From an optimization exercise on the open Yosys and OpenROAD flow, aimed at small area, a short achievable clock period and few clock cycles; shortcuts taken in it are not production practice. At most, simulation tests tie the RTL to the original design; equivalence was not proved. No functional check of the RTL was part of runs 1 to 7. No activity file was given, so power comes from the tool's default toggle rates.

**design/flow/constraint.sdc**
```tcl
create_clock -name core_clock -period 5.0 [get_ports {i_clk}]
set_input_delay 1.0000 -clock core_clock [delete_from_list [all_inputs] [get_ports {i_clk}]]
set_output_delay 1.0000 -clock core_clock [all_outputs]
set_load 0.01 [all_outputs]
```
**design/flow/config.mk**
```make
export PLATFORM = sky130hd
export DESIGN_NAME = buddy_block_allocator
export DESIGN_NICKNAME = buddy_block_allocator
export VERILOG_FILES = /design/flow/design.v
export SDC_FILE = /design/flow/constraint.sdc
export NUM_CORES = 4
export LEC_CHECK = 0
export CAP_MARGIN = 20
export CORE_MARGIN = 2
export CORE_UTILIZATION = 40
export SETUP_SLACK_MARGIN = 2.0
export SLEW_MARGIN = 20
```
**design/flow/design.v**
```verilog
`default_nettype none
package bba_pkg;
    localparam int SIZE_W  = 16;   
    localparam int VALUE_W = 16;   
    localparam int ORDER_W = 3;    
    localparam logic [1:0] KIND_ALLOC = 2'd0;
    localparam logic [1:0] KIND_FAIL  = 2'd1;
    localparam logic [1:0] KIND_COUNT = 2'd2;
    localparam logic [1:0] KIND_ENTRY = 2'd3;
endpackage
`default_nettype wire
`default_nettype none
module buddy_block_allocator #(
    parameter int MAX_ORDER = 5,
    parameter int ID_WIDTH  = 16
) (
    input  wire         i_clk,
    input  wire         i_rst_n,
    input  wire         i_cfg_wr_en,
    input  wire [2:0]   i_cfg_wr_data,     
    input  wire         i_s_axis_tvalid,
    output logic        o_s_axis_tready,
    input  wire [31:0]  i_s_axis_tdata,    
    input  wire [0:0]   i_s_axis_tuser,    
    output logic        o_m_axis_tvalid,
    input  wire         i_m_axis_tready,
    output logic [15:0] o_m_axis_tdata,    
    output logic [1:0]  o_m_axis_tuser,    
    output logic        o_m_axis_tlast     
);
    localparam int NS = 32;                
    logic [2:0]          r_t;              
    logic [31:1]         r_split;          
    logic [NS-1:0]       r_used;           
    logic [ID_WIDTH-1:0] r_owner [NS];     
    logic [5:0]          r_count;          
    logic [5:1]          r_pend;           
    logic                r_cv;
    logic                r_cfunc;
    logic [ID_WIDTH-1:0] r_cid;
    logic                r_cidnz;
    logic [5:0]          r_cge;            
    logic                r_qact;
    logic [4:0]          r_qslot;
    logic [4:0]          r_qrem;           
    logic                r_av;
    logic [1:0]          r_akind;
    logic [15:0]         r_avalue;
    logic                r_alast;
    logic                r_bv;
    logic [1:0]          r_bkind;
    logic [15:0]         r_bvalue;
    logic                r_blast;
    logic [5:0]    w_lvl_ok;               
    logic [63:1]   w_exists;
    logic [63:1]   w_fit;
    logic [NS-1:0] w_cand;
    logic [63:1]   w_any;                  
    logic [NS-1:0] w_before;
    logic [NS-1:0] w_sel;
    logic [31:1]   w_set;
    logic [5:1]    w_lvl_set;
    logic          w_found;
    always_comb begin
        for (int l = 0; l < 6; l++) w_lvl_ok[l] = (3'(l) <= r_t);
    end
    for (genvar l = 0; l < 6; l++) begin : g_lvl
        for (genvar j = 0; j < (1 << (5 - l)); j++) begin : g_node
            localparam int N = (1 << (5 - l)) + j;
            localparam int S = j << l;
            if (N > 1) begin : g_par
                assign w_exists[N] = r_split[N >> 1] | ((j == 0) && (r_t == 3'(l)));
            end else begin : g_root
                assign w_exists[N] = (r_t == 3'(l));
            end
            if (N < 32) begin : g_inner
                assign w_fit[N] = w_exists[N] & !r_split[N] & !r_used[S] & r_cge[l];
                assign w_any[N] = w_any[2*N] | w_any[2*N+1];
            end else begin : g_leaf
                assign w_fit[N] = w_exists[N] & !r_used[S] & r_cge[l];
                assign w_any[N] = w_cand[j];
            end
        end
    end
    for (genvar s = 0; s < NS; s++) begin : g_cand
        localparam int TZ = (s == 0) ? 5 : (s % 2 != 0) ? 0 : (s % 4 != 0) ? 1 :
                            (s % 8 != 0) ? 2 : (s % 16 != 0) ? 3 : 4;
        logic [5:0] w_at;
        logic [4:0] w_left;
        for (genvar l = 0; l < 6; l++) begin : g_at
            if (l <= TZ) begin : g_y
                assign w_at[l] = w_fit[(1 << (5 - l)) + (s >> l)];
            end else begin : g_n
                assign w_at[l] = 1'b0;
            end
        end
        for (genvar l = 0; l < 5; l++) begin : g_left
            if ((s >> l) % 2 == 1) begin : g_y
                assign w_left[l] = w_any[(1 << (5 - l)) + (s >> l) - 1];
            end else begin : g_n
                assign w_left[l] = 1'b0;
            end
        end
        assign w_cand[s]   = |w_at;
        assign w_before[s] = |w_left;
    end
    assign w_sel   = w_cand & ~w_before;
    assign w_found = w_any[1];
    for (genvar l = 1; l < 6; l++) begin : g_set
        logic [(1 << (5 - l))-1:0] w_lany;
        for (genvar j = 0; j < (1 << (5 - l)); j++) begin : g_node
            localparam int N = (1 << (5 - l)) + j;
            assign w_set[N]  = w_sel[j << l] & !r_split[N] & w_lvl_ok[l] & r_cge[l-1];
            assign w_lany[j] = w_set[N];
        end
        assign w_lvl_set[l] = |w_lany;
    end
    logic [5:0] w_qa;                      
    logic [4:0] w_qcarry;
    logic [4:0] w_qnext;
    logic [2:0] w_pendcnt;
    logic [5:0] w_count;
    always_comb begin
        w_qa[0] = 1'b1;
        for (int l = 1; l < 6; l++) begin
            w_qa[l] = ((r_qslot & 5'((1 << l) - 1)) == '0) & w_lvl_ok[l]
                    & !r_split[(1 << (5 - l)) + (r_qslot >> l)];
        end
        for (int b = 0; b < 5; b++) begin
            w_qcarry[b] = 1'b1;
            for (int i = 0; i < b; i++) w_qcarry[b] = w_qcarry[b] & (r_qslot[i] | w_qa[i+1]);
            w_qnext[b] = !w_qa[b+1] & (r_qslot[b] ^ w_qcarry[b]);
        end
    end
    assign w_pendcnt = 3'(r_pend[1]) + 3'(r_pend[2]) + 3'(r_pend[3])
                     + 3'(r_pend[4]) + 3'(r_pend[5]);
    assign w_count   = r_count + 6'(w_pendcnt);
    logic w_go;         
    logic w_alloc;      
    logic w_qcnt;       
    logic w_qent;       
    logic w_done;       
    logic w_pop;        
    assign w_go    = r_cv && !r_bv;
    assign w_alloc = w_go && !r_cfunc;
    assign w_qcnt  = w_go && r_cfunc && !r_qact;
    assign w_qent  = w_go && r_cfunc && r_qact;
    assign w_done  = w_alloc || (w_qent && (r_qrem == '0));
    assign o_s_axis_tready = !r_cv || w_done;
    assign w_pop   = r_av && i_m_axis_tready;
    logic [1:0]  w_rkind;
    logic [15:0] w_rvalue;
    logic        w_rlast;
    always_comb begin
        if (!r_cfunc) begin
            w_rkind  = w_found ? bba_pkg::KIND_ALLOC : bba_pkg::KIND_FAIL;
            w_rvalue = '0;
            w_rlast  = 1'b1;
        end else if (!r_qact) begin
            w_rkind  = bba_pkg::KIND_COUNT;
            w_rvalue = 16'(w_count);
            w_rlast  = 1'b0;
        end else begin
            w_rkind  = bba_pkg::KIND_ENTRY;
            w_rvalue = r_used[r_qslot] ? r_owner[r_qslot] : '0;
            w_rlast  = (r_qrem == '0);
        end
    end
    logic [15:0] w_size;
    assign w_size = i_s_axis_tdata[31:16];
    always_ff @(posedge i_clk) begin
        if (!i_rst_n) begin
            r_cv   <= 1'b0;
            r_qact <= 1'b0;
            r_av   <= 1'b0;
            r_bv   <= 1'b0;
        end else begin
            if (o_s_axis_tready) r_cv <= i_s_axis_tvalid;
            if (w_qcnt) r_qact <= 1'b1;
            else if (w_done) r_qact <= 1'b0;
            if (r_bv) begin
                if (w_pop) r_bv <= 1'b0;
            end else if (w_go) begin
                if (r_av && !w_pop) r_bv <= 1'b1;
                else r_av <= 1'b1;
            end else if (w_pop) begin
                r_av <= 1'b0;
            end
        end
    end
    always_ff @(posedge i_clk) begin
        if (r_bv) begin
            if (w_pop) begin
                r_akind  <= r_bkind;
                r_avalue <= r_bvalue;
                r_alast  <= r_blast;
            end
        end else if (w_go && (!r_av || w_pop)) begin
            r_akind  <= w_rkind;
            r_avalue <= w_rvalue;
            r_alast  <= w_rlast;
        end
        if (!r_bv && w_go) begin
            r_bkind  <= w_rkind;
            r_bvalue <= w_rvalue;
            r_blast  <= w_rlast;
        end
    end
    always_ff @(posedge i_clk) begin
        if (o_s_axis_tready) begin
            r_cfunc <= i_s_axis_tuser[0];
            r_cid   <= i_s_axis_tdata[15:0];
            r_cidnz <= |i_s_axis_tdata[15:0];
            for (int l = 0; l < 6; l++) r_cge[l] <= (w_size <= 16'(1 << l));
        end
        if (w_qcnt) begin
            r_qslot <= '0;
            r_qrem  <= 5'(w_count - 6'd1);
        end else if (w_qent) begin
            r_qslot <= w_qnext;
            r_qrem  <= r_qrem - 5'd1;
        end
    end
    always_ff @(posedge i_clk) begin
        if (!i_rst_n || i_cfg_wr_en) begin
            r_t     <= (!i_rst_n || i_cfg_wr_data > 3'd5) ? 3'd5 : i_cfg_wr_data;
            r_split <= '0;
            r_used  <= '0;
            r_count <= 6'd1;
            r_pend  <= '0;
        end else begin
            r_count <= w_count;
            r_pend  <= w_alloc ? w_lvl_set : '0;
            if (w_alloc) begin
                r_split <= r_split | w_set;
                r_used  <= r_used | (w_sel & {NS{r_cidnz}});
            end
        end
    end
    always_ff @(posedge i_clk) begin
        for (int s = 0; s < NS; s++) begin
            if (w_sel[s]) r_owner[s] <= r_cid;
        end
    end
    assign o_m_axis_tvalid = r_av;
    assign o_m_axis_tdata  = r_avalue;
    assign o_m_axis_tuser  = r_akind;
    assign o_m_axis_tlast  = r_alast;
endmodule
`default_nettype wire
```
**design/flow/run.sh**
```bash
#!/bin/bash
# synth_recipe.tcl (not shown) runs the flow's synth.tcl, then flattens the netlist and writes it again
# the make line also repeats each setting of config.mk as NAME=value (left out here)
make -C /OpenROAD-flow-scripts/flow DESIGN_CONFIG=/design/flow/config.mk WORK_HOME=/design/flow/orfs CLKGATE_MAP_FILE= SYNTH_SCRIPT=/design/flow/synth_recipe.tcl finish
```
==> impl_metrics.tcl, run 1 <==
set metrics [dict create \
    muxShareOfSynthArea 0.03531 \
    worstSetupPathDepth 9 \
    crit_path_end_kind "flip-flop" \
    cp_top_family "multiplexers" \
    cap_violations 0 \
    synthArstFlopShare 0 \
    critPathSlowestCell "mux4_2" \
    finalSetupTns_ns 0 \
    antenna_found_initial 1 \
    dpl.hpwl_um 53390 \
    gr-total-overflow 0 \
    fin_worst_skew_ns 0.04268 \
    slowest_delay_ns 0.53 \
    cp_max_fo 5 \
    crit_top_cell "mux4_2" \
    place_ws_ns 0.9396 \
    crit_type "flip-flop to flip-flop" \
    diodes 0 \
    fin_nets 2017 \
    synth_cells 1770 \
    r2r_cells 9 \
    synth.top_cells.by_area "edfxtp_1, dfxtp_1, a22oi_1" \
    cp.required_ns 5.47 \
    drc 0 \
    status "finished clean" \
    fin_crit_sh 0.6517 \
    port_buffers 61 \
    syn_avg_cell_area_um2 15.16 \
    grt_max_degree 45 \
    hp-class "flip-flop to flip-flop" \
    hold_viol 0 \
    syn-cell-area_um2 26820 \
    clkLatencyLatePin_ns 0.62 \
    die_h_um 263.0 \
    worst_setup_path_start_kind "flip-flop" \
    synth-compound-area-share 0.1208 \
    relSlewSlack 0.2389 \
    ys_types 90 \
    drive_above_1_share 0.2342 \
    synthFlopType "edfxtp_1" \
    h-tree-depth 3 \
    fmax_mhz 306.9 \
    hold_depth 2 \
    clk_pin_slew_ns 0.06 \
    initial_core_util 0.4058 \
    root_buffer "clkbuf_16" \
    rows 94 \
    routabilityCongestion 0.9050 \
    die_width_um 263.0 \
    yosys_warnings 2 \
    fp.coreArea_um2 66100 \
    rsz0062_at_grt "yes" \
    via_count 18420 \
    hold_slack_ns 0.5054 \
    final_antenna_net_count 0 \
    finalWorstSetupSlack_ns 1.741 \
    worstPathCellList "inv_6 > ha_4 > mux4_2 > mux4_2 > o31ai_4 > nand2_1 > or4b_4 > a21oi_4 > mux2_4" \
    die_area_um2 69150 \
    first_iter_violations 2728 \
    synth_xor_xnor_area_share 0.003592 \
    ioPinCount 62 \
    yosysSeqAreaShare 0.7135 \
    syn_nets 1827 \
    synthAdderAreaFrac 0.008303 \
    cts_made_buffers 67 \
    setup_viol 0 \
    ir_drop_mv 0.2171 \
    synth_top_area_cell "edfxtp_1" \
    grt_usage 0.2600 \
    grt_pass1_wl_um 128400 \
    drt-wirelength-per-cell_um 32.32 \
    routed_wirelength_um 92910 \
    layout_min_cycle_time_ns 3.259 \
    cts_tree "done" \
    synth-edff-count 582 \
    grt_pass1_vias 17270 \
    cts_buffer_depth 3 \
    cts_sinks 665 \
    first_pass_iters 8 \
    synth_top_area_share 0.6515 \
    syn_to_final_growth_pct 22.13 \
    synth_top_cells_by_count "edfxtp_1, a22oi_1, nand2_1, nor2_1, dfxtp_1" \
    synth_seq_cells 665 \
    crit_buf_inv 1 \
    crit_arrival_ns 3.73 \
    synth-simple-area-share 0.09529 \
    leakage_nw 10.66 \
    avgViaCountPerCell 6.405 \
    power_density_nw_per_um2 372.3 \
    synth_top_family_by_area "compound AO/OA/AOI/OAI gates" \
    yosysMostFrequentCell "edfxtp_1" \
    worstMarginPinSlew_ns 1.142 \
    drv_slew 0 \
]
## cells by family (layout without fill, tap and decap cells)
logic type | after synthesis | count (layout)
DFF | 665 | 665
AOI/OAI and AO/OA | 426 | 426
xor gates and xnor gates | 11 | 11
adders and majority gates | 16 | 16
muxes | 60 | 60
and+or+nand+nor | 453 | 453
buffers and inverters | 139 | 380
## area by class of cell
type                            instances  area, µm²
Sequential cell                       665      19160
Multi-Input combinational cell        966       7893
Clock buffer                           82       1795
Clock inverter                         38      352.8
Tap cell                              864       1081
Fill cell                            5532      33340
Inverter                               31      138.9
Timing Repair Buffer                  229       2338
## layer usage
metal  global-route usage  vias to the layer above  wire length (µm)
met4              0.09035                        0              3791
met3              0.05172                      238             10850
met5                    0                        -                 0
li1                     -                     7533                 -
met1               0.3554                     9338             35430
met2               0.4149                     1306             42840
## worst paths after layout
kind / slack [ns] / to / from
setup / recovery: 1.74 / r_qslot[4] / r_qslot[2]
hold / removal: 0.51 / r_used[31] / r_used[31]
setup reg to reg: 1.74 / r_qslot[4] / r_qslot[2]
hold reg to reg: 0.51 / r_used[31] / r_used[31]
## power breakdown
| group | leakage (nW) | total, mW | internal [mW] | switching, mW |
|---|---|---|---|---|
| clock | 1.03 | 4.98 | 2.83 | 2.15 |
| sequential | 5.97 | 6.24 | 6.12 | 0.119 |
| combinational | 3.66 | 0.979 | 0.383 | 0.596 |
| total | 10.7 | 12.2 | 9.34 | 2.86 |
## cells in the final DEF, fill, tap and decap left out, types with 22 or more instances in the layout
cell / count
clkdlybuf4s50_1: 60
nor2_1: 81
a22o_1: 53
buf_6: 22
mux2_2: 25
nand4_1: 27
nand2_1: 103
dfxtp_1: 74
clkbuf_16: 75
a21oi_1: 46
edfxtp_1: 582
a221oi_1: 45
mux4_2: 25
inv_1: 22
a22oi_1: 130
buf_4: 117
nand3_1: 43
## timing repair
| action | 4_1_cts | 5_1_grt |
|---|---|---|
| resized for setup | 96 | 75 |
| hold buffers | 0 | 0 |
| setup buffers | 60 | 28 |
| endpoints found under the setup margin | 469 | 339 |
| pin swaps | 27 | 21 |
| gates cloned | 2 | 7 |
## tightest hold or removal path: cells and delay by family, from the launching register on
kind | cells | cell delay, ns
simple gates | 1 | 0.07
compound gates | 1 | 0.05
flops | 1 | 0.35
## metrics by stage
| step | instances | area (µm²) | power [mW] | util |
|---|---|---|---|---|
| 2_1_floorplan | 1770 | 27030 | 6.793 | - |
| 3_3_place_gp | 2653 | 28940 | 7.196 | 0.4379 |
| 3_5_place_dp | 2653 | 28940 | 7.207 | 0.4379 |
| 4_1_cts | 2835 | 32000 | 12.16 | 0.4841 |
| 5_1_grt | 2875 | 32760 | 12.49 | 0.4956 |
| 6_report | 2875 | 32760 | 12.20 | 0.4956 |
## registers in the layout (all words and copies together), names as in the netlist, 5 cells and up
name and cells:
r_split 31, r_cge 6, r_bvalue 16, r_qrem 5, r_cid 16, r_count 6
r_owner 512, r_qslot 5, r_pend 5, r_avalue 16, r_used 32
==> inputs of run 2 (changes only) <==
--- a/design/flow/config.mk
+++ b/design/flow/config.mk
@@ -7,2 +7,3 @@
 export LEC_CHECK = 0
+export ABC_CLOCK_PERIOD_IN_PS = 3000
 export CAP_MARGIN = 20
==> impl_metrics.tcl, run 2 <==
set metrics [dict create \
    synth_top_area_share 0.6515 \
    syn_nets 1827 \
    crit_type "flip-flop to flip-flop" \
    largest_reg_flops 512 \
    synth.top_cells.by_area "edfxtp_1, dfxtp_1, a22oi_1" \
    cts_made_buffers 67 \
    grt_max_degree 45 \
    power_density_nw_per_um2 372.3 \
    place_ws_ns 0.9396 \
    finalSetupTns_ns 0 \
    die_h_um 263.0 \
    grt_pass1_vias 17270 \
    rows 94 \
    antenna_found_initial 1 \
    worst_setup_path_start_kind "flip-flop" \
    layout_min_cycle_time_ns 3.259 \
    fmax_mhz 306.9 \
    drv_slew 0 \
    drt-wirelength-per-cell_um 32.32 \
    yosys_warnings 2 \
    fill_cells 5532 \
    fin_nets 2017 \
    yosysSeqAreaShare 0.7135 \
    grt_pass1_wl_um 128400 \
    drc 0 \
    worstMarginPinSlew_ns 1.142 \
    via_count 18420 \
    top_register "r_owner" \
    clk_pin_slew_ns 0.06 \
    slowest_delay_ns 0.53 \
    gr-total-overflow 0 \
    yosysMostFrequentCell "edfxtp_1" \
    synthArstFlopShare 0 \
    diodes 0 \
    drive_above_1_share 0.2342 \
    cp.required_ns 5.47 \
    routed_wirelength_um 92910 \
    syn-cell-area_um2 26820 \
    initial_core_util 0.4058 \
    synthFlopType "edfxtp_1" \
    top_regs "r_owner: 512 flops, r_used: 32 flops, r_split: 31 flops" \
    cts_tree "done" \
    synth_cells 1770 \
    final_antenna_net_count 0 \
    die_area_um2 69150 \
    leakage_nw 10.66 \
    ir_drop_mv 0.2171 \
    critPathSlowestCell "mux4_2" \
    crit_top_cell "mux4_2" \
    status "finished clean" \
    hold_viol 0 \
    avgViaCountPerCell 6.405 \
    synth_top_cells_by_count "edfxtp_1, a22oi_1, nand2_1, nor2_1, dfxtp_1" \
    layout_commonest_cell "edfxtp_1" \
    crit_path_end_kind "flip-flop" \
    worstPathCellList "inv_6 > ha_4 > mux4_2 > mux4_2 > o31ai_4 > nand2_1 > or4b_4 > a21oi_4 > mux2_4" \
    synth_top_area_cell "edfxtp_1" \
    first_iter_violations 2728 \
    fin_crit_sh 0.6517 \
    syn_to_final_growth_pct 22.13 \
    hp-class "flip-flop to flip-flop" \
    port_buffers 61 \
    dpl.hpwl_um 53390 \
    root_buffer "clkbuf_16" \
    rsz0062_at_grt "yes" \
    syn_avg_cell_area_um2 15.16 \
    routabilityCongestion 0.9050 \
    ioPinCount 62 \
    cp_max_fo 5 \
    fp.coreArea_um2 66100 \
    grt_usage 0.2600 \
    fin_worst_skew_ns 0.04268 \
    cts_buffer_depth 3 \
    clkLatencyLatePin_ns 0.62 \
    cap_violations 0 \
    crit_arrival_ns 3.73 \
    setup_viol 0 \
    die_width_um 263.0 \
    relSlewSlack 0.2389 \
    h-tree-depth 3 \
    synth_seq_cells 665 \
    synth-edff-count 582 \
    cts_sinks 665 \
    finalWorstSetupSlack_ns 1.741 \
    final_cell_mix "edfxtp_1, a22oi_1, buf_4" \
    first_pass_iters 8 \
    ys_types 90 \
]
[run 2: worst max-delay path, delay by kind of cell (launching register included)]
family / cells / cell delay [ns]
flip-flops: 1 / 0.41
multiplexers: 3 / 1.35
adder cells (fa/ha/maj): 1 / 0.31
AND/OR/NAND/NOR: 2 / 0.64
AO/OA/AOI/OAI: 2 / 0.35
buffers and inverters: 1 / 0.07
[run 2: logic make-up (layout without fill, tap and decap cells)]
kind of cell	Yosys count	in the layout	share of synthesized area
mux	60	60	0.03531
buf+inv	139	380	0.02323
compound gates	426	426	0.1208
xor+xnor	11	11	0.003592
fa+ha+maj	16	16	0.008303
simple gates	453	453	0.09529
flops	665	665	0.7135
[run 2: cell type report]
| cell class | instances | area, µm² | area share |
|---|---|---|---|
| Sequential cell | 665 | 19160 | 0.5849 |
| Multi-Input combinational cell | 966 | 7893 | 0.2409 |
| Timing Repair Buffer | 229 | 2338 | 0.07138 |
| Clock buffer | 82 | 1795 | 0.05480 |
| Tap cell | 864 | 1081 | 0.03300 |
| Clock inverter | 38 | 352.8 | 0.01077 |
| Inverter | 31 | 138.9 | 0.004239 |
[run 2: worst paths after layout]
check	from	to	slack [ns]	depth (start not counted)
max reg2reg	r_qslot[2]	r_qslot[4]	1.74	9
min reg2reg	r_used[31]	r_used[31]	0.51	2
min	r_used[31]	r_used[31]	0.51	2
max	r_qslot[2]	r_qslot[4]	1.74	9
[run 2: what timing repair did]
| action | 4_1_cts | 5_1_grt |
|---|---|---|
| gates resized for setup | 96 | 75 |
| setup endpoints to repair | 469 | 339 |
| gates cloned | 2 | 7 |
| pin swaps | 27 | 21 |
| buffers inserted | 60 | 28 |
| hold buffers | 0 | 0 |
[run 2: per-stage QoR]
step                      total power [mW]  hold slack, ns    util  std cells  cell area, µm²
final                                12.20          0.5054  0.4956       2875           32760
after global routing                 12.49          0.5270  0.4956       2875           32760
after CTS                            12.16          0.5025  0.4841       2835           32000
after detailed placement             7.207          0.4934  0.4379       2653           28940
after global placement               7.196          0.4761  0.4379       2653           28940
after floorplan                      6.793          0.4447       -       1770           27030
[run 2: routing by layer]
layer / up-vias / GRT usage / share of wire
li1: 7533 / - / -
met1: 9338 / 0.3554 / 0.38
met2: 1306 / 0.4149 / 0.46
met3: 238 / 0.05172 / 0.12
met4: 0 / 0.09035 / 0.041
met5: - / 0 / 0
[run 2: report_power, final]
group / internal (mW) / switching, mW / total (mW)
Combinational: 0.383 / 0.596 / 0.979
Sequential: 6.12 / 0.119 / 6.24
Clock: 2.83 / 2.15 / 4.98
==> inputs of run 3 (changes only) <==
--- a/design/flow/design.v
+++ b/design/flow/design.v
@@ -31,3 +31,3 @@
     localparam int NS = 32;                
-    logic [2:0]          r_t;              
+    logic [5:0]          r_lvlok;          
     logic [31:1]         r_split;          
@@ -45,2 +45,4 @@
     logic [4:0]          r_qrem;           
+    logic                r_qlast;          
+    logic                r_ready;          
     logic                r_av;
@@ -63,5 +65,5 @@
     logic          w_found;
-    always_comb begin
-        for (int l = 0; l < 6; l++) w_lvl_ok[l] = (3'(l) <= r_t);
-    end
+    logic [5:0]    w_root;                 
+    assign w_lvl_ok = r_lvlok;
+    assign w_root   = r_lvlok & ~{1'b0, r_lvlok[5:1]};
     for (genvar l = 0; l < 6; l++) begin : g_lvl
@@ -71,5 +73,5 @@
             if (N > 1) begin : g_par
-                assign w_exists[N] = r_split[N >> 1] | ((j == 0) && (r_t == 3'(l)));
+                assign w_exists[N] = r_split[N >> 1] | ((j == 0) ? w_root[l] : 1'b0);
             end else begin : g_root
-                assign w_exists[N] = (r_t == 3'(l));
+                assign w_exists[N] = w_root[l];
             end
@@ -117,5 +119,31 @@
     end
-    logic [5:0] w_qa;                      
-    logic [4:0] w_qcarry;
-    logic [4:0] w_qnext;
+    logic [NS-1:0] w_qdec;                 
+    logic [5:0]    w_qa;                   
+    logic [4:0]    w_qcarry;
+    logic [4:0]    w_qnext;
+    for (genvar s = 0; s < NS; s++) begin : g_qdec
+        assign w_qdec[s] = (r_qslot == 5'(s));
+    end
+    for (genvar l = 1; l < 6; l++) begin : g_qa
+        logic [(1 << (5 - l))-1:0] w_hit;
+        for (genvar j = 0; j < (1 << (5 - l)); j++) begin : g_node
+            assign w_hit[j] = w_qdec[j << l] & !r_split[(1 << (5 - l)) + j];
+        end
+        assign w_qa[l] = w_lvl_ok[l] & (|w_hit);
+    end
+    assign w_qa[0] = 1'b1;
+    always_comb begin
+        for (int b = 0; b < 5; b++) begin
+            w_qcarry[b] = 1'b1;
+            for (int i = 0; i < b; i++) w_qcarry[b] = w_qcarry[b] & (r_qslot[i] | w_qa[i+1]);
+            w_qnext[b] = !w_qa[b+1] & (r_qslot[b] ^ w_qcarry[b]);
+        end
+    end
+    logic [15:0] w_qowner;
+    always_comb begin
+        w_qowner = '0;
+        for (int s = 0; s < NS; s++) begin
+            w_qowner = w_qowner | (r_owner[s] & {16{w_qdec[s] & r_used[s]}});
+        end
+    end
     logic [2:0] w_pendcnt;
@@ -147,5 +175,36 @@
     assign w_qent  = w_go && r_cfunc && r_qact;
-    assign w_done  = w_alloc || (w_qent && (r_qrem == '0));
-    assign o_s_axis_tready = !r_cv || w_done;
+    assign w_done  = w_alloc || (w_qent && r_qlast);
     assign w_pop   = r_av && i_m_axis_tready;
+    logic       w_ready;
+    logic       n_cv;
+    logic       n_cfunc;
+    logic       n_qact;
+    logic       n_av;
+    logic       n_bv;
+    logic [4:0] n_qrem;
+    logic       n_qlast;
+    assign w_ready = !r_cv || w_done;
+    assign n_cv    = w_ready ? i_s_axis_tvalid : r_cv;
+    assign n_cfunc = w_ready ? i_s_axis_tuser[0] : r_cfunc;
+    assign n_qact  = w_qcnt || (r_qact && !w_done);
+    assign n_bv    = r_bv ? !w_pop : (w_go && r_av && !w_pop);
+    assign n_av    = r_bv || w_go || (r_av && !w_pop);
+    assign n_qrem  = w_qcnt ? 5'(w_count - 6'd1) : w_qent ? r_qrem - 5'd1 : r_qrem;
+    assign n_qlast = w_qcnt ? (w_count == 6'd1) : w_qent ? (r_qrem == 5'd1) : r_qlast;
+    always_ff @(posedge i_clk) begin
+        if (!i_rst_n) begin
+            r_cv    <= 1'b0;
+            r_qact  <= 1'b0;
+            r_av    <= 1'b0;
+            r_bv    <= 1'b0;
+            r_ready <= 1'b1;
+        end else begin
+            r_cv    <= n_cv;
+            r_qact  <= n_qact;
+            r_av    <= n_av;
+            r_bv    <= n_bv;
+            r_ready <= !n_cv || (!n_bv && (!n_cfunc || (n_qact && n_qlast)));
+        end
+    end
+    assign o_s_axis_tready = r_ready;
     logic [1:0]  w_rkind;
@@ -164,4 +223,4 @@
             w_rkind  = bba_pkg::KIND_ENTRY;
-            w_rvalue = r_used[r_qslot] ? r_owner[r_qslot] : '0;
-            w_rlast  = (r_qrem == '0);
+            w_rvalue = w_qowner;
+            w_rlast  = r_qlast;
         end
@@ -170,22 +229,2 @@
     assign w_size = i_s_axis_tdata[31:16];
-    always_ff @(posedge i_clk) begin
-        if (!i_rst_n) begin
-            r_cv   <= 1'b0;
-            r_qact <= 1'b0;
-            r_av   <= 1'b0;
-            r_bv   <= 1'b0;
-        end else begin
-            if (o_s_axis_tready) r_cv <= i_s_axis_tvalid;
-            if (w_qcnt) r_qact <= 1'b1;
-            else if (w_done) r_qact <= 1'b0;
-            if (r_bv) begin
-                if (w_pop) r_bv <= 1'b0;
-            end else if (w_go) begin
-                if (r_av && !w_pop) r_bv <= 1'b1;
-                else r_av <= 1'b1;
-            end else if (w_pop) begin
-                r_av <= 1'b0;
-            end
-        end
-    end
     always_ff @(posedge i_clk) begin
@@ -209,3 +248,5 @@
     always_ff @(posedge i_clk) begin
-        if (o_s_axis_tready) begin
+        r_qrem  <= n_qrem;
+        r_qlast <= n_qlast;
+        if (w_ready) begin
             r_cfunc <= i_s_axis_tuser[0];
@@ -217,6 +258,4 @@
             r_qslot <= '0;
-            r_qrem  <= 5'(w_count - 6'd1);
         end else if (w_qent) begin
             r_qslot <= w_qnext;
-            r_qrem  <= r_qrem - 5'd1;
         end
@@ -225,3 +264,4 @@
         if (!i_rst_n || i_cfg_wr_en) begin
-            r_t     <= (!i_rst_n || i_cfg_wr_data > 3'd5) ? 3'd5 : i_cfg_wr_data;
+            for (int l = 0; l < 6; l++)
+                r_lvlok[l] <= !i_rst_n || (i_cfg_wr_data >= 3'(l));
             r_split <= '0;
--- a/design/flow/config.mk
+++ b/design/flow/config.mk
@@ -7,3 +7,2 @@
 export LEC_CHECK = 0
-export ABC_CLOCK_PERIOD_IN_PS = 3000
 export CAP_MARGIN = 20
==> impl_metrics.tcl, run 3 <==
set metrics [dict create \
    status "finished clean" \
    ioPinCount 62 \
    via_count 17590 \
    top_regs "r_owner: 512 flops, r_used: 32 flops, r_split: 31 flops" \
    worst_setup_path_start_kind "flip-flop" \
    final_cell_area_um2 31570 \
    worstMarginPinSlew_ns 1.191 \
    synthFlopType "edfxtp_1" \
    dpl.hpwl_um 53320 \
    diodes 0 \
    ys_types 79 \
    fp.coreArea_um2 64580 \
    drc 0 \
    utilization 0.4889 \
    synth-edff-count 583 \
    die_h_um 260.0 \
    synth_seq_cells 669 \
    p_switching_mw 2.552 \
    layout_commonest_cell "edfxtp_1" \
    clk_pin_slew_ns 0.06 \
    final_antenna_net_count 0 \
    yosysMostFrequentCell "edfxtp_1" \
    cts_buffer_depth 3 \
    drive_above_1_share 0.1911 \
    syn-cell-area_um2 26210 \
    avgViaCountPerCell 6.254 \
    rsz0062_at_grt "yes" \
    crit_arrival_ns 3.68 \
    leakage_nw 10.28 \
    syn_avg_cell_area_um2 14.92 \
    cts_made_buffers 70 \
    synthArstFlopShare 0 \
    clkLatencyLatePin_ns 0.62 \
    switching_share 0.2150 \
    relSlewSlack 0.2062 \
    combPwrFrac 0.037 \
    finalSetupTns_ns 0 \
    ir_drop_mv 0.2044 \
    layout_min_cycle_time_ns 3.141 \
    fin_nets 1968 \
    die_width_um 260.0 \
    p_int_mw 9.318 \
    grt_pass1_wl_um 123100 \
    syn_to_final_growth_pct 20.44 \
    yosysSeqAreaShare 0.7336 \
    synth_top_area_cell "edfxtp_1" \
    routed_wirelength_um 87850 \
    final_cell_mix "edfxtp_1, a22oi_1, nor2_1" \
    hold_viol 0 \
    drv_slew 0 \
    syn_nets 1817 \
    antenna_found_initial 0 \
    synth_cells 1757 \
    rows 93 \
    largest_reg_flops 512 \
    hp-class "flip-flop to flip-flop" \
    fmax_mhz 318.3 \
    fin_crit_sh 0.6283 \
    yosys_warnings 16 \
    synth_top_area_share 0.6679 \
    clkPwrFrac 0.433 \
    die_area_um2 67590 \
    grt_usage 0.2578 \
    crit_type "flip-flop to flip-flop" \
    top_register "r_owner" \
    cap_violations 0 \
    grt_max_degree 35 \
    setup_viol 0 \
    power_density_nw_per_um2 376.0 \
    first_pass_iters 6 \
    synth_top_cells_by_count "edfxtp_1, a22oi_1, nor2_1, clkbuf_1, nand2_1" \
    h-tree-depth 3 \
    total_power_mw 11.87 \
    crit_path_end_kind "flip-flop" \
    root_buffer "clkbuf_16" \
    cts_tree "done" \
    fin_worst_skew_ns 0.03905 \
    first_iter_violations 2874 \
    dpl_cell_area_um2 28280 \
    hold_buffers 0 \
    cts_sinks 669 \
    initial_core_util 0.4059 \
    cp.required_ns 5.54 \
    drt-wirelength-per-cell_um 31.24 \
    port_buffers 61 \
    synth.top_cells.by_area "edfxtp_1, dfxtp_1, a22oi_1" \
    grt_pass1_vias 17120 \
    cp_max_fo 2 \
    gr-total-overflow 0 \
    p_seq_frac 0.531 \
    routabilityCongestion 0.9049 \
]
==> run 3: per-stage QoR <==
stage	setup slack, ns	cells	hold slack, ns
final	1.859	2812	0.5093
after global routing	1.715	2812	0.5421
after CTS	1.744	2793	0.5048
after detailed placement	1.091	2646	0.4916
after global placement	1.118	2645	0.4866
after floorplan	1.465	1757	0.4345
==> run 3: what timing repair did <==
item	CTS	global route
endpoints found under the setup margin	508	413
setup buffers	24	12
gates cloned	2	2
pin swaps	17	23
gates resized for setup	107	52
==> run 3: power groups by stage <==
stage | logic, mW | registers [mW] | clock network, mW
floorplan | 0.200 | 6.37 | 0
global placement | 0.357 | 6.43 | 0
detailed placement | 0.361 | 6.43 | 0
CTS | 0.387 | 6.31 | 5.19
global route | 0.465 | 6.31 | 5.40
finish | 0.436 | 6.30 | 5.14
==> run 3: path summary, 6_finish.rpt <==
check	to	from	cells after the start	slack (ns)
worst min register to register	r_used[13]	r_used[13]	2	0.51
worst min-delay path	r_used[13]	r_used[13]	2	0.51
worst max register to register	r_ready	r_count[0]	13	1.86
worst max-delay path	r_ready	r_count[0]	13	1.86
==> run 3: critical path: stages, from the launching register on <==
cell      delay [ns]
dfxtp_2         0.32
fa_1            0.53
inv_1           0.05
fa_1            0.49
inv_2           0.05
ha_4            0.16
fa_2            0.34
a21o_1          0.19
nand2_2         0.07
xor2_2          0.18
nand3_2         0.12
o41ai_4         0.30
a21boi_1        0.13
o21ai_1         0.14
==> run 3: area by class of cell <==
type | count | area, µm²
clock inverter | 40 | 411.6
tap | 855 | 1070
inverter | 34 | 140.1
fill | 5498 | 33010
clock buffer | 81 | 1814
sequential | 669 | 19250
multi-input combinational | 953 | 7103
timing repair buffer | 180 | 1784
==> run 3: cell families after synthesis <==
family          count (synthesis)  share of synthesized area
mux                            32                    0.01900
buf+inv                       136                    0.02072
compound gates                439                     0.1251
xor+xnor                       14                   0.004678
flops                         669                     0.7336
fa+ha+maj                      19                   0.009929
simple gates                  448                    0.08702
==> run 3: metal layers <==
layer / share of wire / track usage
met3: 0.11 / 0.04990
met4: 0.043 / 0.1012
met1: 0.38 / 0.3484
met5: 0 / 0.0007123
met2: 0.47 / 0.4116
==> inputs of run 4 (changes only) <==
--- a/design/flow/design.v
+++ b/design/flow/design.v
@@ -44,3 +44,3 @@
     logic [4:0]          r_qslot;
-    logic [4:0]          r_qrem;           
+    logic [5:0]          r_qe2;            
     logic                r_qlast;          
@@ -148,3 +148,2 @@
     end
-    logic [2:0] w_pendcnt;
     logic [5:0] w_count;
@@ -162,5 +161,19 @@
     end
-    assign w_pendcnt = 3'(r_pend[1]) + 3'(r_pend[2]) + 3'(r_pend[3])
-                     + 3'(r_pend[4]) + 3'(r_pend[5]);
-    assign w_count   = r_count + 6'(w_pendcnt);
+    logic [5:0] w_krun;                    
+    logic [5:0] w_k;                       
+    always_comb begin
+        w_krun[0] = 1'b1;
+        for (int m = 1; m < 6; m++) begin
+            w_krun[m] = 1'b0;
+            for (int l = 1; l + m - 1 < 6; l++) w_krun[m] = w_krun[m] | (r_pend[l] & r_pend[l+m-1]);
+        end
+        for (int m = 0; m < 6; m++) w_k[m] = w_krun[m] & ((m == 5) ? 1'b1 : !w_krun[m+1]);
+        w_count = '0;
+        for (int m = 0; m < 6; m++) w_count = w_count | ({6{w_k[m]}} & (r_count + 6'(m)));
+    end
+    logic w_one;
+    always_comb begin
+        w_one = 1'b1;
+        for (int l = 1; l < 6; l++) w_one = w_one & !(w_root[l] & r_split[1 << (5 - l)]);
+    end
     logic w_go;         
@@ -183,3 +196,2 @@
     logic       n_bv;
-    logic [4:0] n_qrem;
     logic       n_qlast;
@@ -191,4 +203,3 @@
     assign n_av    = r_bv || w_go || (r_av && !w_pop);
-    assign n_qrem  = w_qcnt ? 5'(w_count - 6'd1) : w_qent ? r_qrem - 5'd1 : r_qrem;
-    assign n_qlast = w_qcnt ? (w_count == 6'd1) : w_qent ? (r_qrem == 5'd1) : r_qlast;
+    assign n_qlast = w_qcnt ? w_one : w_qent ? (r_qe2 == r_count) : r_qlast;
     always_ff @(posedge i_clk) begin
@@ -248,3 +259,2 @@
     always_ff @(posedge i_clk) begin
-        r_qrem  <= n_qrem;
         r_qlast <= n_qlast;
@@ -258,4 +268,6 @@
             r_qslot <= '0;
+            r_qe2   <= 6'd2;
         end else if (w_qent) begin
             r_qslot <= w_qnext;
+            r_qe2   <= r_qe2 + 6'd1;
         end
==> impl_metrics.tcl, run 4 <==
set metrics [dict create \
    yosysSeqAreaShare 0.7062 \
    port_buffers 61 \
    fp.coreArea_um2 67280 \
    finalSetupTns_ns 0 \
    worstHoldStart "r_qlast" \
    ioPinCount 62 \
    root_buffer "clkbuf_16" \
    instances_no_fill 2965 \
    drv_slew 0 \
    fill_cells 5667 \
    cts_made_buffers 69 \
    top_regs "r_owner: 512 flops, r_used: 32 flops, r_split: 31 flops" \
    rsz0062_at_grt "yes" \
    hold_viol 0 \
    top_register "r_owner" \
    r2r_start "r_qslot[3]" \
    synth_cells 1873 \
    synth-edff-count 578 \
    synthFlopType "edfxtp_1" \
    drc 0 \
    hold_buffers 0 \
    total_power_mw 12.06 \
    leakage_nw 10.95 \
    syn_to_final_growth_pct 21.48 \
    syn-cell-area_um2 27190 \
    grt_pass1_wl_um 133500 \
    antenna_found_initial 6 \
    die_width_um 264.7 \
    worst_setup_path_start_kind "flip-flop" \
    power_density_nw_per_um2 365.3 \
    routabilityCongestion 0.8972 \
    final_antenna_net_count 0 \
    grt_max_degree 51 \
    finalWorstSetupSlack_ns 1.913 \
    drt-wirelength-per-cell_um 31.83 \
    ir_drop_mv 0.2288 \
    critPathLaunch "r_qslot[3]" \
    clk_pin_slew_ns 0.06 \
    via_count 19000 \
    synth_seq_cells 670 \
    avgViaCountPerCell 6.407 \
    syn_avg_cell_area_um2 14.52 \
    initial_core_util 0.4041 \
    grt_usage 0.2660 \
    dpl.hpwl_um 59690 \
    final_cell_mix "edfxtp_1, a22oi_1, buf_4" \
    synth.top_cells.by_area "edfxtp_1, dfxtp_1, a22oi_1" \
    cap_violations 0 \
    drive_above_1_share 0.2075 \
    layout_min_cycle_time_ns 3.087 \
    crit_path_end_kind "flip-flop" \
    first_pass_iters 6 \
    dp.cells 2772 \
    syn_nets 1930 \
    cp_max_fo 10 \
    fin_crit_sh 0.6175 \
    synthArstFlopShare 0 \
    largest_reg_flops 512 \
    cts_tree "done" \
    synth_top_cells_by_count "edfxtp_1, a22oi_1, clkbuf_1, dfxtp_1, nor2_1" \
    cts_sinks 670 \
    yosys_warnings 16 \
    cp.required_ns 5.36 \
    die_area_um2 70070 \
    crit_type "flip-flop to flip-flop" \
    utilization 0.4909 \
    hp-class "flip-flop to flip-flop" \
    worstMarginPinSlew_ns 1.129 \
    layout_commonest_cell "edfxtp_1" \
    ys_types 85 \
    routed_wirelength_um 94370 \
    hold_slack_ns 0.5042 \
    synth_top_area_cell "edfxtp_1" \
    crit_arrival_ns 3.45 \
    dpl_cell_area_um2 29300 \
    synth_top_area_share 0.6384 \
    grt_pass1_vias 18230 \
    gr-total-overflow 0 \
    yosysMostFrequentCell "edfxtp_1" \
    place_ws_ns 0.8502 \
    rows 95 \
    setup_viol 0 \
    fin_nets 2094 \
    relSlewSlack 0.2472 \
    clkLatencyLatePin_ns 0.63 \
    final_cell_area_um2 33030 \
    fmax_mhz 323.9 \
    first_iter_violations 2810 \
    cts_buffer_depth 3 \
    h-tree-depth 3 \
    fin_worst_skew_ns 0.02679 \
    diodes 0 \
    status "finished clean" \
    die_h_um 264.7 \
]
==> run 4: layout make-up <==
cell class / instances / area, µm² / share of cell area
clock inverters: 34 / 356.6 / 0.01080
repair buffers: 203 / 1958 / 0.05929
clock buffers: 92 / 1917 / 0.05804
well taps: 873 / 1092 / 0.03307
flip-flops and latches: 670 / 19220 / 0.5820
inverters: 32 / 138.9 / 0.004205
multi-input cells: 1061 / 8343 / 0.2526
==> run 4: where the power goes <==
part,internal [mW],switching [mW]
registers,6.18,0.0992
logic,0.236,0.383
clock network,2.98,2.19
==> run 4: per-layer routing <==
layer  global-route usage  wire length (µm)
met5                    0                23
met1               0.3705             37300
met2               0.4154             43020
met3              0.05620             11090
met4              0.09055              2934
==> run 4: cells by family (layout without fill, tap and decap cells) <==
family / Yosys count / count (layout) / share of synthesized area
multiplexers: 37 / 37 / 0.02140
adder cells (fa/ha/maj): 16 / 16 / 0.007363
XOR/XNOR: 14 / 14 / 0.004786
AND/OR/NAND/NOR: 524 / 524 / 0.1103
AO/OA/AOI/OAI: 470 / 470 / 0.1290
flip-flops: 670 / 670 / 0.7062
buffers and inverters: 142 / 361 / 0.02094
==> run 4: worst paths after layout <==
path	to	slack, ns	depth (start not counted)
max	r_avalue[2]	1.91	9
min	r_qlast	0.50	2
max reg2reg	r_avalue[2]	1.91	9
min reg2reg	r_qlast	0.50	2
==> run 4: worst max-delay path: stages, from the launching register on <==
cell and delay, ns:
dfxtp_4 0.38, clkinvlp_4 0.14, ha_4 0.23, and4_2 0.41, a2111oi_2 0.64, buf_4 0.21
nand4_1 0.11, o31a_1 0.33, o21a_1 0.12, mux2_2 0.26
==> run 4: what timing repair did <==
item                                    CTS  global route
resized for setup                       130            96
pin swaps                                24            43
buffers inserted                         34            26
endpoints found under the setup margin  606           298
endpoints found under the hold margin     0             0
==> inputs of run 5 (changes only) <==
--- a/design/flow/config.mk
+++ b/design/flow/config.mk
@@ -10,2 +10,3 @@
 export CORE_UTILIZATION = 40
+export CTS_CLUSTER_SIZE = 24
 export SETUP_SLACK_MARGIN = 2.0
==> impl_metrics.tcl, run 5 <==
set metrics [dict create \
    yosysMostFrequentCell "edfxtp_1" \
    r2r_start "r_qslot[3]" \
    layout_commonest_cell "edfxtp_1" \
    clk_pin_slew_ns 0.06 \
    fin_crit_sh 0.6175 \
    first_pass_iters 6 \
    root_buffer "clkbuf_16" \
    port_buffers 61 \
    cp.required_ns 5.36 \
    ir_drop_mv 0.2288 \
    synth_top_cells_by_count "edfxtp_1, a22oi_1, clkbuf_1, dfxtp_1, nor2_1" \
    crit_type "flip-flop to flip-flop" \
    h-tree-depth 3 \
    synth_top_area_share 0.6384 \
    syn-cell-area_um2 27190 \
    die_area_um2 70070 \
    cts_buffer_depth 3 \
    diodes 0 \
    die_width_um 264.7 \
    drc 0 \
    layout_min_cycle_time_ns 3.087 \
    routabilityCongestion 0.8972 \
    leakage_nw 10.95 \
    yosys_warnings 16 \
    largest_reg_flops 512 \
    grt_max_degree 51 \
    hold_slack_ns 0.5042 \
    top_regs "r_owner: 512 flops, r_used: 32 flops, r_split: 31 flops" \
    top_register "r_owner" \
    gr-total-overflow 0 \
    r2r_cells 9 \
    hp-class "flip-flop to flip-flop" \
    synth_top_area_cell "edfxtp_1" \
    final_cell_area_um2 33030 \
    grt_usage 0.2660 \
    crit_path_end_kind "flip-flop" \
    routed_wirelength_um 94370 \
    multi_input_area_um2 8343 \
    rsz0062_at_grt "yes" \
    grt_pass1_vias 18230 \
    initial_core_util 0.4041 \
    drt-wirelength-per-cell_um 31.83 \
    crit_arrival_ns 3.45 \
    status "finished clean" \
    rows 95 \
    final_cell_mix "edfxtp_1, a22oi_1, buf_4" \
    setup_viol 0 \
    final_antenna_net_count 0 \
    first_iter_violations 2810 \
    hold_viol 0 \
    relSlewSlack 0.2472 \
    hold_depth 2 \
    reg2reg_slack_ns 1.91 \
    fin_worst_skew_ns 0.02679 \
    power_density_nw_per_um2 365.3 \
    worst_setup_path_start_kind "flip-flop" \
    ff_latch_area_um2 19220 \
    ioPinCount 62 \
    utilization 0.4909 \
    reg2reg_to "r_avalue[2]" \
    dp.cells 2772 \
    finalWorstSetupSlack_ns 1.913 \
    fmax_mhz 323.9 \
    place_ws_ns 0.8502 \
    fin_nets 2094 \
    synth_seq_cells 670 \
    cp_max_fo 10 \
    drv_slew 0 \
    dpl.hpwl_um 59690 \
    yosysSeqAreaShare 0.7062 \
    die_h_um 264.7 \
    synth-edff-count 578 \
    synthFlopType "edfxtp_1" \
    fill_cells 5667 \
    finalSetupTns_ns 0 \
    drive_above_1_share 0.2075 \
    avgViaCountPerCell 6.407 \
    fp.coreArea_um2 67280 \
    hold_buffers 0 \
    syn_avg_cell_area_um2 14.52 \
    synthArstFlopShare 0 \
    hold_end "r_qlast" \
    worstHoldStart "r_qlast" \
    cts_sinks 670 \
    ys_types 85 \
    via_count 19000 \
    cts_tree "done" \
    grt_pass1_wl_um 133500 \
    cap_violations 0 \
    instances_no_fill 2965 \
    syn_to_final_growth_pct 21.48 \
    total_power_mw 12.06 \
    cts_made_buffers 69 \
    clkLatencyLatePin_ns 0.63 \
    antenna_found_initial 6 \
    synth.top_cells.by_area "edfxtp_1, dfxtp_1, a22oi_1" \
    worstMarginPinSlew_ns 1.129 \
    syn_nets 1930 \
    dpl_cell_area_um2 29300 \
    synth_cells 1873 \
]
run 5: cell counts after synthesis:
Identical to the previous run, type by type.
run 5: layout make-up:
class                      count  share of cell area
clock buffer                  92             0.05804
clock inverter                34             0.01080
inverter                      32            0.004205
multi-input combinational   1061              0.2526
sequential                   670              0.5820
tap                          873             0.03307
timing repair buffer         203             0.05929
run 5: metal layers:
metal / share of wire / GRT usage / vias to the layer above
li1: - / - / 7889
met1: 0.40 / 0.3705 / 9669
met2: 0.46 / 0.4154 / 1263
met3: 0.12 / 0.05620 / 173
met4: 0.031 / 0.09055 / 4
met5: 0.00024 / 0 / -
run 5: how the worst max path moves through the flow:
| stage | startpoint | end | slack (ns) | cells past startpoint |
|---|---|---|---|---|
| after CTS | r_qslot[2] | r_avalue[7] | 1.93 | 10 |
| after detailed placement | r_cge[0] | r_owner[22][6] | 0.85 | 7 |
| after floorplan | r_cge[0] | r_owner[28][0] | 1.84 | 8 |
| after global routing | r_qslot[2] | r_avalue[5] | 1.89 | 10 |
| final | r_qslot[3] | r_avalue[2] | 1.91 | 9 |
| after global placement | r_qslot[1] | r_avalue[2] | 0.86 | 8 |
run 5: cells by family (layout without fill, tap and decap cells):
logic type      count (synthesis)  in the layout  share of synthesized area
buf+inv                       142            361                    0.02094
compound gates                470            470                     0.1290
fa+ha+maj                      16             16                   0.007363
mux                            37             37                    0.02140
flops                         670            670                     0.7062
xor+xnor                       14             14                   0.004786
simple gates                  524            524                     0.1103
run 5: repair_timing:
action,4_1_cts,5_1_grt
pin swaps,24,43
setup endpoints to repair,606,298
gates resized for setup,130,96
setup buffers,34,26
run 5: worst max-delay path: stages, from the launching register on:
cell        delay, ns
dfxtp_4          0.38
clkinvlp_4       0.14
ha_4             0.23
and4_2           0.41
a2111oi_2        0.64
buf_4            0.21
nand4_1          0.11
o31a_1           0.33
o21a_1           0.12
mux2_2           0.26
run 5: power by group:
part	internal, mW	switching (mW)	total, mW
Combinational	0.236	0.383	0.619
Clock	2.98	2.19	5.17
Sequential	6.18	0.0992	6.28
Total	9.39	2.67	12.1
==> inputs of run 6 (changes only) <==
--- a/design/flow/config.mk
+++ b/design/flow/config.mk
@@ -10,3 +10,4 @@
 export CORE_UTILIZATION = 40
-export CTS_CLUSTER_SIZE = 24
+export CTS_CLUSTER_DIAMETER = 100
+export CTS_CLUSTER_SIZE = 30
 export SETUP_SLACK_MARGIN = 2.0
==> impl_metrics.tcl, run 6 <==
set metrics [dict create \
    synth_top_area_cell "edfxtp_1" \
    final_cell_mix "edfxtp_1, a22oi_1, buf_4" \
    grt_pass1_wl_um 131300 \
    gr-total-overflow 0 \
    layout_min_cycle_time_ns 3.035 \
    synth_top_cells_by_count "edfxtp_1, a22oi_1, clkbuf_1, dfxtp_1, nor2_1" \
    synth-edff-count 578 \
    leakage_nw 10.30 \
    place_ws_ns 0.8502 \
    grt_pass1_vias 17870 \
    fin_worst_skew_ns 0.03631 \
    routed_wirelength_um 92990 \
    cp_max_fo 8 \
    rows 95 \
    root_buffer "clkbuf_16" \
    synth_top_area_share 0.6384 \
    fin_crit_sh 0.6070 \
    hold_buffers 0 \
    syn_avg_cell_area_um2 14.52 \
    worstMarginPinSlew_ns 1.181 \
    die_width_um 264.7 \
    die_h_um 264.7 \
    crit_type "flip-flop to flip-flop" \
    via_count 18740 \
    initial_core_util 0.4041 \
    fmax_mhz 329.5 \
    dp.cells 2772 \
    total_power_mw 9.741 \
    hold_viol 0 \
    yosysSeqAreaShare 0.7062 \
    cts_buffer_depth 3 \
    first_iter_violations 2671 \
    top_register "r_owner" \
    drive_above_1_share 0.1829 \
    port_buffers 61 \
    layout_commonest_cell "edfxtp_1" \
    ioPinCount 62 \
    routabilityCongestion 0.8972 \
    cts_made_buffers 28 \
    syn_nets 1930 \
    clkLatencyLatePin_ns 0.65 \
    cap_violations 0 \
    fp.coreArea_um2 67280 \
    hp-class "flip-flop to flip-flop" \
    syn-cell-area_um2 27190 \
    power_density_nw_per_um2 307.8 \
    synthArstFlopShare 0 \
    synth.top_cells.by_area "edfxtp_1, dfxtp_1, a22oi_1" \
    dpl.hpwl_um 59690 \
    drc 0 \
    ir_drop_mv 0.2592 \
    grt_usage 0.2602 \
    final_cell_area_um2 31640 \
    first_pass_iters 5 \
    yosys_warnings 16 \
    cp.required_ns 5.56 \
    cts_tree "done" \
    status "finished clean" \
    syn_to_final_growth_pct 16.39 \
    yosysMostFrequentCell "edfxtp_1" \
    antenna_found_initial 8 \
    largest_reg_flops 512 \
    ys_types 85 \
    multi_input_area_um2 8320 \
    rsz0062_at_grt "yes" \
    instances_no_fill 2886 \
    top_regs "r_owner: 512 flops, r_used: 32 flops, r_split: 31 flops" \
    avgViaCountPerCell 6.492 \
    setup_viol 0 \
    finalWorstSetupSlack_ns 1.965 \
    worst_setup_path_start_kind "flip-flop" \
    finalSetupTns_ns 0 \
    dpl_cell_area_um2 29300 \
    crit_arrival_ns 3.60 \
    drt-wirelength-per-cell_um 32.22 \
    ff_latch_area_um2 19220 \
    final_antenna_net_count 0 \
    synth_cells 1873 \
    cts_sinks 670 \
    h-tree-depth 1 \
    relSlewSlack 0.2125 \
    clk_pin_slew_ns 0.12 \
    fill_cells 5763 \
    fin_nets 2059 \
    die_area_um2 70070 \
    synthFlopType "edfxtp_1" \
    crit_path_end_kind "flip-flop" \
    utilization 0.4703 \
    drv_slew 0 \
    synth_seq_cells 670 \
    hold_slack_ns 0.5185 \
    grt_max_degree 51 \
]
-- run 6: cell counts after synthesis --
Identical to the previous run, type by type.
-- run 6: cells by family (layout without fill, tap and decap cells) --
kind of cell,after synthesis,count (layout),synth area share
AOI/OAI and AO/OA,470,470,0.1290
and+or+nand+nor,524,524,0.1103
DFF,670,670,0.7062
adders and majority gates,16,16,0.007363
buffers and inverters,142,281,0.02094
other,0,1,0
muxes,37,37,0.02140
xor gates and xnor gates,14,14,0.004786
-- run 6: worst max-delay path, stage by stage (launching register included) --
cell	delay, ns
dfxtp_4	0.39
clkinvlp_4	0.11
buf_4	0.16
ha_4	0.37
mux4_2	0.60
mux2i_4	0.20
nand2_1	0.12
nand4b_2	0.14
o2111ai_4	0.17
or4_1	0.57
a21oi_1	0.15
-- run 6: per-layer routing --
| layer | vias to the layer above | global-route usage | wire, µm |
|---|---|---|---|
| li1 | 7763 | - | - |
| met1 | 9621 | 0.3627 | 37300 |
| met2 | 1191 | 0.4110 | 42090 |
| met3 | 152 | 0.05945 | 10880 |
| met4 | 8 | 0.07085 | 2663 |
| met5 | - | 0 | 56 |
-- run 6: what timing repair did --
item | in CTS | in global routing
resized for setup | 122 | 104
setup buffers | 36 | 30
pin swaps | 15 | 43
endpoints found under the hold margin | 0 | 0
endpoints found under the setup margin | 598 | 324
-- run 6: layout make-up --
type | instances | area share
Multi-Input combinational cell | 1061 | 0.2630
Inverter | 32 | 0.004468
Antenna cell | 1 | 0.00007908
Tap cell | 873 | 0.03452
Timing Repair Buffer | 209 | 0.06362
Clock buffer | 31 | 0.02250
Clock inverter | 9 | 0.004429
Sequential cell | 670 | 0.6074
-- run 6: path summary, 6_finish.rpt --
| path | startpoint | end | slack [ns] | cells after the start |
|---|---|---|---|---|
| worst max-delay path | r_qslot[2] | r_qslot[3] | 1.96 | 10 |
| worst min-delay path | r_qlast | r_qlast | 0.52 | 2 |
| worst max register to register | r_qslot[2] | r_qslot[3] | 1.96 | 10 |
| worst min register to register | r_qlast | r_qlast | 0.52 | 2 |
-- run 6: report_power, final --
part	total, mW	switching [mW]	internal [mW]	leakage (nW)
Clock	2.87	1.75	1.12	0.412
Sequential	6.27	0.0973	6.17	6.01
Combinational	0.606	0.379	0.227	3.88
==> inputs of run 7 (changes only) <==
--- a/design/flow/config.mk
+++ b/design/flow/config.mk
@@ -9,5 +9,3 @@
 export CORE_MARGIN = 2
-export CORE_UTILIZATION = 40
-export CTS_CLUSTER_DIAMETER = 100
-export CTS_CLUSTER_SIZE = 30
+export CORE_UTILIZATION = 65
 export SETUP_SLACK_MARGIN = 2.0
==> impl_metrics.tcl, run 7 <==
set metrics [dict create \
    die_h_um 208.5 \
    synthFlopType "edfxtp_1" \
    synth-edff-count 578 \
    crit_arrival_ns 3.48 \
    fmax_mhz 319.0 \
    status "finished clean" \
    port_buffers 61 \
    fin_crit_sh 0.6269 \
    layout_min_cycle_time_ns 3.134 \
    ioPinCount 62 \
    setup_viol 0 \
    die_width_um 208.5 \
    drc 0 \
    worstPathCellList "clkinvlp_4 > ha_4 > and4b_2 > and2_4 > buf_6 > a22o_1 > a221oi_2 > nand3_2 > o41a_1 > mux2_2" \
    cap_violations 0 \
    h-tree-depth 3 \
    cts_tree "done" \
    routed_wirelength_um 93250 \
    hold_depth 2 \
    die_area_um2 43480 \
    dpl.hpwl_um 54710 \
    final_cell_mix "edfxtp_1, a22oi_1, buf_4" \
    cts_buffer_depth 3 \
    synth.top_cells.by_area "edfxtp_1, dfxtp_1, a22oi_1" \
    leakage_nw 10.91 \
    avgViaCountPerCell 7.555 \
    syn-cell-area_um2 27190 \
    top_regs "r_owner: 512 flops, r_used: 32 flops, r_split: 31 flops" \
    syn_nets 1930 \
    instances_no_fill 2624 \
    drive_above_1_share 0.2036 \
    yosysSeqAreaShare 0.7062 \
    fp.coreArea_um2 41020 \
    cp.required_ns 5.34 \
    slowest_delay_ns 0.43 \
    synth_seq_cells 670 \
    crit_path_end_kind "flip-flop" \
    routabilityCongestion 0.9484 \
    drv_slew 0 \
    fin_nets 2099 \
    dp.cells 2426 \
    rows 74 \
    worstMarginPinSlew_ns 1.169 \
    worst_setup_path_start_kind "flip-flop" \
    fill_cells 2269 \
    fin_worst_skew_ns 0.02208 \
    crit_type "flip-flop to flip-flop" \
    synth_top_area_share 0.6384 \
    hold_buffers 0 \
    cts_made_buffers 66 \
    ys_types 85 \
    top_register "r_owner" \
    total_power_mw 11.66 \
    ir_drop_mv 0.3684 \
    critPathSlowestCell "o41a_1" \
    layout_commonest_cell "edfxtp_1" \
    hold_slack_ns 0.5192 \
    grt_pass1_vias 18650 \
    syn_avg_cell_area_um2 14.52 \
    synthArstFlopShare 0 \
    antenna_found_initial 1 \
    first_pass_iters 6 \
    cp_max_fo 8 \
    hp-class "flip-flop to flip-flop" \
    finalSetupTns_ns 0 \
    synth_cells 1873 \
    largest_reg_flops 512 \
    diodes 0 \
    grt_pass1_wl_um 129400 \
    drt-wirelength-per-cell_um 35.54 \
    clk_pin_slew_ns 0.06 \
    yosysMostFrequentCell "edfxtp_1" \
    grt_max_degree 52 \
    power_density_nw_per_um2 359.1 \
    utilization 0.7914 \
    initial_core_util 0.6628 \
    yosys_warnings 16 \
    syn_to_final_growth_pct 19.40 \
    final_antenna_net_count 0 \
    first_iter_violations 3871 \
    hold_viol 0 \
    grt_usage 0.4197 \
    via_count 19830 \
    synth_top_area_cell "edfxtp_1" \
    reg2reg_slack_ns 1.87 \
    relSlewSlack 0.2209 \
    clkLatencyLatePin_ns 0.59 \
    gr-total-overflow 0 \
    synth_top_cells_by_count "edfxtp_1, a22oi_1, clkbuf_1, dfxtp_1, nor2_1" \
    cts_sinks 670 \
    root_buffer "clkbuf_16" \
    rsz0062_at_grt "yes" \
    r2r_cells 10 \
]
-- run 7: cell type report --
cell class	instances	area, µm²	area share
inverter	32	136.4	0.004201
timing repair buffer	211	2054	0.06329
multi-input combinational	1061	8367	0.2577
tap	532	665.6	0.02050
clock inverter	34	260.3	0.008017
sequential	670	19220	0.5920
clock buffer	84	1762	0.05427
-- run 7: path summary, 6_finish.rpt --
check,startpoint,to
worst max-delay path,r_qslot[3],r_avalue[15]
worst min-delay path,r_qlast,r_qlast
worst max register to register,r_qslot[3],r_avalue[15]
worst min register to register,r_qlast,r_qlast
-- run 7: cells by family (layout without fill, tap and decap cells) --
logic type	Yosys count	in the layout	share of synthesized area
DFF	670	670	0.7062
and+or+nand+nor	524	524	0.1103
AOI/OAI and AO/OA	470	470	0.1290
buffers and inverters	142	361	0.02094
muxes	37	37	0.02140
adders and majority gates	16	16	0.007363
xor gates and xnor gates	14	14	0.004786
-- run 7: timing repair --
action | in CTS | in global routing
setup endpoints to repair | 565 | 326
buffers inserted | 48 | 27
pin swaps | 23 | 34
gates resized for setup | 130 | 95
-- run 7: worst max-delay path: cells and delay by family, from the launching register on --
kind / cells / cell delay, ns
AND/OR/NAND/NOR: 3 / 0.71
flip-flops: 1 / 0.40
multiplexers: 1 / 0.29
AO/OA/AOI/OAI: 3 / 0.93
adder cells (fa/ha/maj): 1 / 0.25
buffers and inverters: 2 / 0.31
-- run 7: per-stage QoR --
stage | setup WS (ns) | cell area, µm²
floorplan | 1.843 | 27380
global placement | 1.238 | 28820
detailed placement | 1.126 | 28850
CTS | 1.877 | 31730
global route | 1.832 | 32460
finish | 1.866 | 32460
-- run 7: power breakdown --
part	switching (mW)	internal, mW
Combinational	0.345	0.224
Clock	2.12	2.66
Sequential	0.124	6.18
-- run 7: routing by layer --
layer	track usage	wire, µm	vias to the layer above
met3	0.1257	15640	378
met5	0	47	-
met1	0.5816	31720	9573
li1	-	-	7890
met2	0.6277	40810	1982
met4	0.1739	5029	2
==> inputs of run 8 (changes only) <==
--- a/design/flow/design.v
+++ b/design/flow/design.v
@@ -149,14 +149,2 @@
     logic [5:0] w_count;
-    always_comb begin
-        w_qa[0] = 1'b1;
-        for (int l = 1; l < 6; l++) begin
-            w_qa[l] = ((r_qslot & 5'((1 << l) - 1)) == '0) & w_lvl_ok[l]
-                    & !r_split[(1 << (5 - l)) + (r_qslot >> l)];
-        end
-        for (int b = 0; b < 5; b++) begin
-            w_qcarry[b] = 1'b1;
-            for (int i = 0; i < b; i++) w_qcarry[b] = w_qcarry[b] & (r_qslot[i] | w_qa[i+1]);
-            w_qnext[b] = !w_qa[b+1] & (r_qslot[b] ^ w_qcarry[b]);
-        end
-    end
     logic [5:0] w_krun;                    
--- a/design/flow/config.mk
+++ b/design/flow/config.mk
@@ -9,3 +9,5 @@
 export CORE_MARGIN = 2
-export CORE_UTILIZATION = 65
+export CORE_UTILIZATION = 40
+export CTS_CLUSTER_DIAMETER = 100
+export CTS_CLUSTER_SIZE = 30
 export SETUP_SLACK_MARGIN = 2.0
==> impl_metrics.tcl, run 8 <==
set metrics [dict create \
    fin_crit_sh 0.5964 \
    layout_min_cycle_time_ns 2.982 \
    routed_wirelength_um 87110 \
    critPathLaunch "r_cge[0]" \
    synth_seq_cells 670 \
    setup_viol 0 \
    fmax_mhz 335.3 \
    hold_buffers 0 \
    synthArstFlopShare 0 \
    drt-wirelength-per-cell_um 30.63 \
    cts_tree "done" \
    cts_buffer_depth 3 \
    worstHoldStart "r_split[1]" \
    ioPinCount 62 \
    critPathSlowestCell "or3b_2" \
    clkPwrFrac 0.286 \
    synth_top_area_cell "edfxtp_1" \
    syn_avg_cell_area_um2 14.39 \
    top_regs "r_owner: 512 flops, r_used: 32 flops, r_split: 31 flops" \
    drive_above_1_share 0.1611 \
    ys_types 80 \
    rows 94 \
    grt_max_degree 76 \
    final_cell_mix "edfxtp_1, a22oi_1, nor2_1" \
    die_h_um 262.6 \
    syn-cell-area_um2 26750 \
    die_width_um 262.6 \
    synthFlopType "edfxtp_1" \
    synth-edff-count 578 \
    port_buffers 61 \
    r2r_cells 7 \
    cp_max_fo 10 \
    leakage_nw 9.731 \
    layout_commonest_cell "edfxtp_1" \
    antenna_found_initial 1 \
    p_switching_mw 2.177 \
    hp-class "flip-flop to flip-flop" \
    p_int_mw 7.429 \
    p_seq_frac 0.653 \
    top_register "r_owner" \
    power_density_nw_per_um2 314.3 \
    gr-total-overflow 0 \
    combPwrFrac 0.061 \
    relSlewSlack 0.2247 \
    first_iter_violations 2643 \
    utilization 0.4633 \
    routabilityCongestion 0.9370 \
    hold_viol 0 \
    yosysMostFrequentCell "edfxtp_1" \
    cp.required_ns 5.27 \
    r2r_start "r_cge[0]" \
    grt_usage 0.2440 \
    slowest_delay_ns 0.61 \
    worstPathCellList "buf_6 > buf_4 > clkinvlp_4 > mux2_2 > a31o_2 > or3b_2 > nor2_4" \
    grt_pass1_vias 16810 \
    clkLatencyLatePin_ns 0.64 \
    hold_slack_ns 0.4993 \
    crit_type "flip-flop to flip-flop" \
    grt_pass1_wl_um 122500 \
    die_area_um2 68960 \
    place_ws_ns 0.9776 \
    rsz0062_at_grt "yes" \
    drv_slew 0 \
    crit_path_end_kind "flip-flop" \
    status "finished clean" \
    synth_top_area_share 0.6488 \
    total_power_mw 9.606 \
    largest_reg_flops 512 \
    synth-compound-area-share 0.1325 \
    ir_drop_mv 0.2626 \
    avgViaCountPerCell 6.340 \
]
-- run 8: repair_timing --
| action | in CTS | in global routing |
|---|---|---|
| resized for setup | 90 | 58 |
| gates cloned | 2 | 0 |
| endpoints found under the hold margin | 0 | 0 |
| pin swaps | 9 | 17 |
| buffers inserted | 19 | 31 |
| endpoints found under the setup margin | 506 | 336 |
-- run 8: cell type report --
type                            instances  area (µm²)  share of cell area
Inverter                               32       123.9            0.004053
Clock buffer                           32       694.4             0.02272
Tap cell                              864        1081             0.03537
Multi-Input combinational cell       1045        7513              0.2458
Sequential cell                       670       19210              0.6286
Timing Repair Buffer                  196        1859             0.06083
Clock inverter                          5       78.83            0.002579
-- run 8: routing by layer --
layer,share of wire,routed length [µm],vias up,GRT usage
met5,0,0,-,0
met4,0.022,1910,0,0.05763
met3,0.11,9839,127,0.04573
met2,0.46,39710,1110,0.3831
met1,0.41,35650,9154,0.3515
li1,-,-,7640,-
-- run 8: kinds of logic (layout without fill, tap and decap cells) --
group                    after synthesis  in the layout
AND/OR/NAND/NOR                      518            519
flip-flops                           670            670
buffers and inverters                145            265
AO/OA/AOI/OAI                        477            477
adder cells (fa/ha/maj)                8              8
multiplexers                          28             28
XOR/XNOR                              13             13
-- run 8: per-stage QoR --
step | instances | area, µm²
after floorplan | 1859 | 26830
after CTS | 2802 | 29920
after global routing | 2844 | 30570
final | 2844 | 30570
after detailed placement | 2744 | 28730
after global placement | 2743 | 28700
-- run 8: path summary, 6_finish.rpt --
check | slack, ns | end
min | 0.50 | r_split[1]
max | 2.02 | r_owner[8][2]
min reg2reg | 0.50 | r_split[1]
max reg2reg | 2.02 | r_owner[8][2]
-- run 8: worst max-delay path: cells and delay by family (launching register included) --
kind | cells | cell delay (ns)
and+or+nand+nor | 2 | 1.18
DFF | 1 | 0.43
buffers and inverters | 3 | 0.40
AOI/OAI and AO/OA | 1 | 0.31
muxes | 1 | 0.28
-- run 8: power groups by stage --
| stage | sequential, mW | combinational [mW] | clock, mW |
|---|---|---|---|
| 3_5_place_dp | 6.46 | 0.432 | 0 |
| 6_report | 6.27 | 0.586 | 2.75 |
| 2_1_floorplan | 6.39 | 0.229 | 0 |
| 4_1_cts | 6.32 | 0.468 | 2.78 |
| 5_1_grt | 6.28 | 0.618 | 2.95 |
| 3_3_place_gp | 6.45 | 0.422 | 0 |
Testbench counts of run 8, summed over its fixed seeds: cycles 2,690.

Check on run 8: ideal ports give 2.018 ns setup slack; a clkbuf_16 on the clock port and buf_2 on the inputs give 2.018 ns; moving port delays by the midpoint clock arrival (0.695 ns) as well gives 2.018 ns.
